Background: an optimization exercise with open tools, aiming at small area, a short achievable clock period and few clock cycles per item. Do not read the settings as production practice.
Function was checked by simulation only, so behaviour that the tests miss may differ from the original.
Power and IR drop assume default switching activity.

File: flow/run.sh
#!/bin/bash
# synth_recipe.tcl (not shown) runs the flow's synth.tcl, then flattens the netlist and writes it again
# the make line also repeats each setting of config.mk as NAME=value (left out here)
make -C /OpenROAD-flow-scripts/flow DESIGN_CONFIG=/design/flow/config.mk WORK_HOME=/design/flow/orfs CLKGATE_MAP_FILE= SYNTH_SCRIPT=/design/flow/synth_recipe.tcl finish
File: flow/config.mk
export PLATFORM = sky130hd
export DESIGN_NAME = avst_pkt_arbiter
export DESIGN_NICKNAME = avst_pkt_arbiter
export VERILOG_FILES = /design/flow/design.v
export SDC_FILE = /design/flow/constraint.sdc
export NUM_CORES = 4
export LEC_CHECK = 0
export CAP_MARGIN = 20
export CORE_AREA = 5 5 475 475
export DIE_AREA = 0 0 480 480
export SLEW_MARGIN = 20
File: flow/constraint.sdc
create_clock -name core_clock -period 4.5 [get_ports {clk}]
set_input_delay 0.9000 -clock core_clock [delete_from_list [all_inputs] [get_ports {clk}]]
set_output_delay 0.9000 -clock core_clock [all_outputs]
set_load 0.01 [all_outputs]
File: flow/design.v
package avst_pkg;
  localparam int AVST_DATA_W  = 128;
  localparam int AVST_EMPTY_W = 4;
  localparam int AVST_CHAN_W  = 128;
  typedef struct packed {
    logic                    sop;
    logic                    eop;
    logic [AVST_DATA_W-1:0]  data;
    logic [AVST_EMPTY_W-1:0] empty;
    logic [AVST_CHAN_W-1:0]  channel;
  } avst_beat_t;
  typedef enum logic [0:0] {
    IDLE   = 1'b0,
    LOCKED = 1'b1
  } arb_state_e;
endpackage
module avst_skid_buf #(
  parameter int  BEAT_W = 2 + avst_pkg::AVST_DATA_W + avst_pkg::AVST_EMPTY_W + avst_pkg::AVST_CHAN_W,
  parameter int  IDX_W  = 2
) (
  input  logic             clk,
  input  logic             rst,
  input  logic             push_i,
  input  logic [BEAT_W-1:0] in_beat_i,
  input  logic [IDX_W-1:0] in_idx_i,
  output logic             space_o,
  output logic             out_valid_o,
  input  logic             out_ready_i,
  output logic [BEAT_W-1:0] out_beat_o,
  output logic [IDX_W-1:0] out_idx_o
);
  logic [BEAT_W-1:0] beat0_q, beat0_d, beat1_q, beat1_d;
  logic [IDX_W-1:0] idx0_q, idx0_d, idx1_q, idx1_d;
  logic [1:0]       count_q, count_d;
  logic             space_q;
  logic             pop;
  assign pop = (count_q != 2'd0) && out_ready_i;
  always_comb begin
    beat0_d = beat0_q;
    beat1_d = beat1_q;
    idx0_d  = idx0_q;
    idx1_d  = idx1_q;
    if (pop && (count_q == 2'd2)) begin
      beat0_d = beat1_q;
      idx0_d  = idx1_q;
    end
    if (push_i) begin
      if ((count_q == 2'd0) || ((count_q == 2'd1) && pop)) begin
        beat0_d = in_beat_i;
        idx0_d  = in_idx_i;
      end else begin
        beat1_d = in_beat_i;
        idx1_d  = in_idx_i;
      end
    end
    count_d = count_q + {1'b0, push_i} - {1'b0, pop};
  end
  always_ff @(posedge clk) begin
    if (rst) begin
      beat0_q <= '0;
      beat1_q <= '0;
      idx0_q  <= '0;
      idx1_q  <= '0;
      count_q <= 2'd0;
      space_q <= 1'b0;
    end else begin
      beat0_q <= beat0_d;
      beat1_q <= beat1_d;
      idx0_q  <= idx0_d;
      idx1_q  <= idx1_d;
      count_q <= count_d;
      space_q <= (count_d != 2'd2);
    end
  end
  assign space_o     = space_q;
  assign out_valid_o = (count_q != 2'd0);
  assign out_beat_o  = beat0_q;
  assign out_idx_o   = idx0_q;
endmodule
module avst_pkt_arbiter #(
  parameter int N_PORTS = 4,
  parameter int DATA_W  = avst_pkg::AVST_DATA_W,
  parameter int EMPTY_W = avst_pkg::AVST_EMPTY_W,
  parameter int CHAN_W  = avst_pkg::AVST_CHAN_W,
  parameter int IDX_W   = (N_PORTS > 1) ? $clog2(N_PORTS) : 1
) (
  input  logic                   clk,
  input  logic                   rst,
  input  logic [N_PORTS-1:0]     avst_in_valid,
  output logic [N_PORTS-1:0]     avst_in_ready,
  input  logic [N_PORTS-1:0]     avst_in_startofpacket,
  input  logic [N_PORTS-1:0]     avst_in_endofpacket,
  input  logic [N_PORTS*DATA_W-1:0]  avst_in_data,
  input  logic [N_PORTS*EMPTY_W-1:0] avst_in_empty,
  input  logic [N_PORTS*CHAN_W-1:0]  avst_in_channel,
  input  logic                   avst_out_ready,
  output logic                   avst_out_valid,
  output logic                   avst_out_startofpacket,
  output logic                   avst_out_endofpacket,
  output logic [DATA_W-1:0]      avst_out_data,
  output logic [EMPTY_W-1:0]     avst_out_empty,
  output logic [CHAN_W-1:0]      avst_out_channel,
  output logic [IDX_W-1:0]       avst_out_port,
  output logic                   sop_err
);
  typedef struct packed {
    logic               sop;
    logic               eop;
    logic [DATA_W-1:0]  data;
    logic [EMPTY_W-1:0] empty;
    logic [CHAN_W-1:0]  channel;
  } arb_beat_t;
  avst_pkg::arb_state_e state_q, state_d;
  logic [IDX_W-1:0] lock_idx_q, lock_idx_d, last_idx_q, last_idx_d;
  logic [IDX_W-1:0] pick_idx, cand_idx, sel_idx;
  logic             pick_valid, grant_en, push, space;
  logic             gap_q, sop_err_q;
  localparam int BEAT_W = 2 + DATA_W + EMPTY_W + CHAN_W;
  logic [N_PORTS*BEAT_W-1:0] port_beat;
  arb_beat_t        sel_beat, out_beat;
  for (genvar gi = 0; gi < N_PORTS; gi++) begin : g_port
    assign port_beat[gi*BEAT_W +: BEAT_W] = {avst_in_startofpacket[gi], avst_in_endofpacket[gi],
                            avst_in_data[gi*DATA_W +: DATA_W],
                            avst_in_empty[gi*EMPTY_W +: EMPTY_W],
                            avst_in_channel[gi*CHAN_W +: CHAN_W]};
    assign avst_in_ready[gi] = grant_en && (sel_idx == IDX_W'(gi));
  end
  always_comb begin
    pick_valid = 1'b0;
    pick_idx   = '0;
    cand_idx   = '0;
    for (int k = 1; k <= N_PORTS; k++) begin
      cand_idx = IDX_W'((int'(last_idx_q) + k) % N_PORTS);
      if (!pick_valid && avst_in_valid[cand_idx]) begin
        pick_valid = 1'b1;
        pick_idx   = cand_idx;
      end
    end
  end
  assign sel_idx  = (state_q == avst_pkg::LOCKED) ? lock_idx_q : pick_idx;
  assign grant_en = !rst && space && !gap_q && ((state_q == avst_pkg::LOCKED) || pick_valid);
  assign sel_beat = port_beat[sel_idx*BEAT_W +: BEAT_W];
  assign push     = grant_en && avst_in_valid[sel_idx];
  always_comb begin
    state_d    = state_q;
    lock_idx_d = lock_idx_q;
    last_idx_d = last_idx_q;
    if (push) begin
      last_idx_d = sel_idx;
      if (state_q == avst_pkg::IDLE) begin
        if (!sel_beat.eop) begin
          state_d    = avst_pkg::LOCKED;
          lock_idx_d = sel_idx;
        end
      end else if (sel_beat.eop) begin
        state_d = avst_pkg::IDLE;
      end
    end
  end
  always_ff @(posedge clk) begin
    if (rst) begin
      state_q    <= avst_pkg::IDLE;
      lock_idx_q <= '0;
      last_idx_q <= IDX_W'(N_PORTS - 1);
      gap_q      <= 1'b0;
      sop_err_q  <= 1'b0;
    end else begin
      state_q    <= state_d;
      lock_idx_q <= lock_idx_d;
      last_idx_q <= last_idx_d;
      gap_q      <= push && sel_beat.eop;
      sop_err_q  <= push && (state_q == avst_pkg::IDLE) && !sel_beat.sop;
    end
  end
  avst_skid_buf #(
    .BEAT_W (BEAT_W),
    .IDX_W  (IDX_W)
  ) u_skid (
    .clk         (clk),
    .rst         (rst),
    .push_i      (push),
    .in_beat_i   (sel_beat),
    .in_idx_i    (sel_idx),
    .space_o     (space),
    .out_valid_o (avst_out_valid),
    .out_ready_i (avst_out_ready),
    .out_beat_o  (out_beat),
    .out_idx_o   (avst_out_port)
  );
  assign avst_out_startofpacket = out_beat.sop;
  assign avst_out_endofpacket   = out_beat.eop;
  assign avst_out_data          = out_beat.data;
  assign avst_out_empty         = out_beat.empty;
  assign avst_out_channel       = out_beat.channel;
  assign sop_err                = sop_err_q;
endmodule
==> notes.md <==
==> per-layer routing <==
| metal | up-vias | part of all wire | GRT usage |
|---|---|---|---|
| met3 | 315 | 0.098 | 0.0633 |
| met5 | - | 0.0013 | 0 |
| met2 | 1677 | 0.46 | 0.294 |
| met4 | 42 | 0.035 | 0.0627 |
| met1 | 17119 | 0.41 | 0.219 |
| li1 | 16499 | - | - |
==> stage by stage <==
| step | total power, mW | cell area (um2) | util | setup WS, ps | setup TNS (ps) |
|---|---|---|---|---|---|
| 2_1_floorplan | 14.3 | 33000 | - | 1300 | 0 |
| 3_3_place_gp | 21.5 | 49600 | 0.226 | -733 | -1150 |
| 3_5_place_dp | 21.6 | 49500 | 0.226 | -635 | -858 |
| 4_1_cts | 27.7 | 51900 | 0.236 | 103 | 0 |
| 5_1_grt | 28.9 | 52000 | 0.237 | 31.4 | 0 |
| 6_report | 27.3 | 52000 | 0.237 | 197 | 0 |
==> layout make-up <==
cell class | count | area [um2]
tap | 2958 | 3700
inverter | 5 | 18.8
fill | 24003 | 168000
clock inverter | 35 | 468
sequential | 538 | 10800
multi-input combinational | 3222 | 20200
clock buffer | 89 | 1920
antenna | 35 | 87.6
timing repair buffer | 1479 | 14900
==> power by group through the flow <==
stage | sequential (mW) | combinational, mW | clock, mW
final | 6.22 | 15.1 | 5.98
after global routing | 6.31 | 16.2 | 6.33
after CTS | 6.21 | 15.3 | 6.17
after detailed placement | 6.30 | 15.3 | 0
after global placement | 6.28 | 15.2 | 0
after floorplan | 6.41 | 7.91 | 0
==> placed cells by master, fill, tap and decap left out, drive strengths merged, types with 11 or more instances in the layout <==
cell / count
diode: 35
clkinv: 20
nor2b: 263
a21oi: 267
nor3: 11
clkbuf: 89
nand2: 1563
dfxtp: 538
clkdlybuf4s50: 1320
buf: 157
mux2i: 12
a311oi: 260
and3: 263
mux2: 520
==> cells in the mapped netlist (all sizes together) (2+ instances only) <==
master	count
a211o	2
a211oi	7
a21o	2
a21oi	267
a22oi	3
a311oi	260
and2	2
and3	263
buf	91
clkbuf	292
dfxtp	538
inv	5
mux2	520
mux2i	12
nand2	1563
nand2b	5
nand3	9
nor2	8
nor2b	263
nor3	11
o211a	2
o211ai	3
o21ai	7
or3	3
==> path summary, 6_finish.rpt <==
| check | startpoint | to | depth (start not counted) |
|---|---|---|---|
| setup / recovery | avst_in_valid[1] | avst_in_ready[3] | 8 |
| hold / removal | u_skid.beat1_q[260] | u_skid.beat1_q[260] | 2 |
| setup reg to reg | state_q | u_skid.beat0_q[225] | 8 |
| hold reg to reg | u_skid.beat1_q[260] | u_skid.beat1_q[260] | 2 |
==> flip-flops by register name, summed over array words and instances, names as in the netlist, 2 cells and up <==
name,cells
u_skid.beat0_q,262
u_skid.idx1_q,2
lock_idx_q,2
u_skid.idx0_q,2
last_idx_q,2
u_skid.count_q,2
u_skid.beat1_q,262
==> logic make-up (layout without fill, tap and decap cells) <==
family | count (synthesis) | in the layout | share of synthesized area
and+or+nand+nor | 2130 | 2130 | 0.285
AOI/OAI and AO/OA | 558 | 558 | 0.117
DFF | 538 | 538 | 0.326
muxes | 532 | 532 | 0.207
buffers and inverters | 388 | 1608 | 0.0635
adders and majority gates | 1 | 1 | 0.000379
xor gates and xnor gates | 1 | 1 | 0.000266
other | 0 | 35 | 0
==> critical path, delay by kind of cell <==
| family | cells | cell delay, ps |
|---|---|---|
| compound gates | 2 | 580 |
| buf+inv | 4 | 1370 |
| simple gates | 2 | 540 |
==> impl_metrics.tcl <==
set metrics [dict create \
    core-area_um2 220000 \
    initial_core_util 0.150 \
    die_w_um 480 \
    p_clk_frac 0.219 \
    dieHeight_um 480 \
    synth.top_cell.area_share 0.326 \
    r2r_slack_ps 1240 \
    route.vias.total 35652 \
    dr.pass1.iters 5 \
    slew_headroom 0.332 \
    final_cells 8361 \
    yosysWarnings 2 \
    hold_class "register to register" \
    finalCriticalPeriod_ps 4300 \
    seqPwrFrac 0.227 \
    viasPerCell 4.26 \
    grt_overflow 0 \
    synthArstFlopShare 0 \
    synth-seq-cells 538 \
    drcViolationCount 0 \
    cts_buffers 69 \
    synth_cell_type_count 49 \
    dp_hpwl_um 180000 \
    yosysSeqAreaShare 0.326 \
    finalCritPeriodShare 0.956 \
    clk_transition_reported_paths_ps 60 \
    holdWs_ps 486 \
    drtIter0Drc 2625 \
    critPathRequiredTime_ps 3600 \
    tightest_slew_ps 1000 \
    cts_resized 4 \
    synthToLayoutAreaGrowth_pct 57.7 \
    slowest_delay_ps 540 \
    clockBufferDepth 3 \
    p_per_area_nw_per_um2 525 \
    cp_max_fo 11 \
    finalSetupViolations 0 \
    fmax_mhz 232 \
    synth.area.top_cells "dfxtp_1 (33%), nand2_1 (18%), mux2_4 (10%)" \
    rsz0062_at_grt "no" \
    maxCapViolCount 0 \
    synth_edf_count 0 \
    numClockSinks 538 \
    drive_above_1_share 0.0965 \
    cp_cell_sequence "dlygate4sd2_1, inv_1, a211oi_1, a211o_1, nand2_4, nor3_4, buf_4, clkdlybuf4s50_1" \
    antenna_found_initial 103 \
    status "complete, no violations" \
    portBuffers 1324 \
    rows 172 \
    combPwrFrac 0.554 \
    grt_pass1_vias 35568 \
    num_io_pins 1325 \
    dp.cells 8202 \
    cts_tree "built" \
    post-cts-setup-buffers 0 \
    wire_per_inst_um 26.2 \
    avgSynthCellArea_um2 7.95 \
    dieArea_um2 230000 \
    start_kind "primary input" \
    slew_violations 0 \
    antenna_left 0 \
    syn_inst 4148 \
    grt_pass1_wl_um 294000 \
    gp_congestion 0.984 \
    clock_latency_ps 670 \
    synth_nets 5204 \
    finalHoldViolations 0 \
    synth_flop_cell "dfxtp_1" \
    grt_usage 0.180 \
    p_switching_mw 12.1 \
    leakagePower_nw 20.9 \
    yosysTopAreaCell "dfxtp_1" \
    routed_wl_um 219000 \
    internal_power_mw 15.2 \
    cts_max_level 3 \
    path_class "primary input to output pin" \
    syn_area_um2 33000 \
    end_kind "output pin" \
    postCtsHoldBufs 0 \
    arrival_ps 3400 \
    grt_max_degree 209 \
    root_buffer "clkbuf_16" \
    ir_drop_v 0.000589 \
    skew_ps 28.3 \
    swShare 0.443 \
    slowest_stage "clkdlybuf4s50_1" \
    nets 6371 \
]
Testbench counts, summed over its fixed seeds: cycles 9,172, beats 7,399.

## port drivers added, routing unchanged
The flow's constraints put no driver on any port. The routed layout listed below was extracted and timed again, unchanged, in two steps. Step 1, drivers: a clkbuf_16 drives clk and a buf_2 each remaining input, both assumed. Step 2 moves the port delays by t, midway between the first and last clock arrival at a register: inputs arrive t later, outputs are due t later. That takes back most of the time a late clock gives input paths. a / b / c = no drivers / after step 1 / after step 2; a / b = the first two.
t (ns): 0.734
setup WS [ns]: 0.197 / 0.100 / 0.100
worst setup path at the end: input to register
slew at the worst register clock pin (ns): 0.07 / 0.07
cell pins on the clock port's net: 1
After both steps this run still meets setup and hold. The setup slack of this run moves by -0.097 ns with the drivers and by -0.097 ns with both steps.
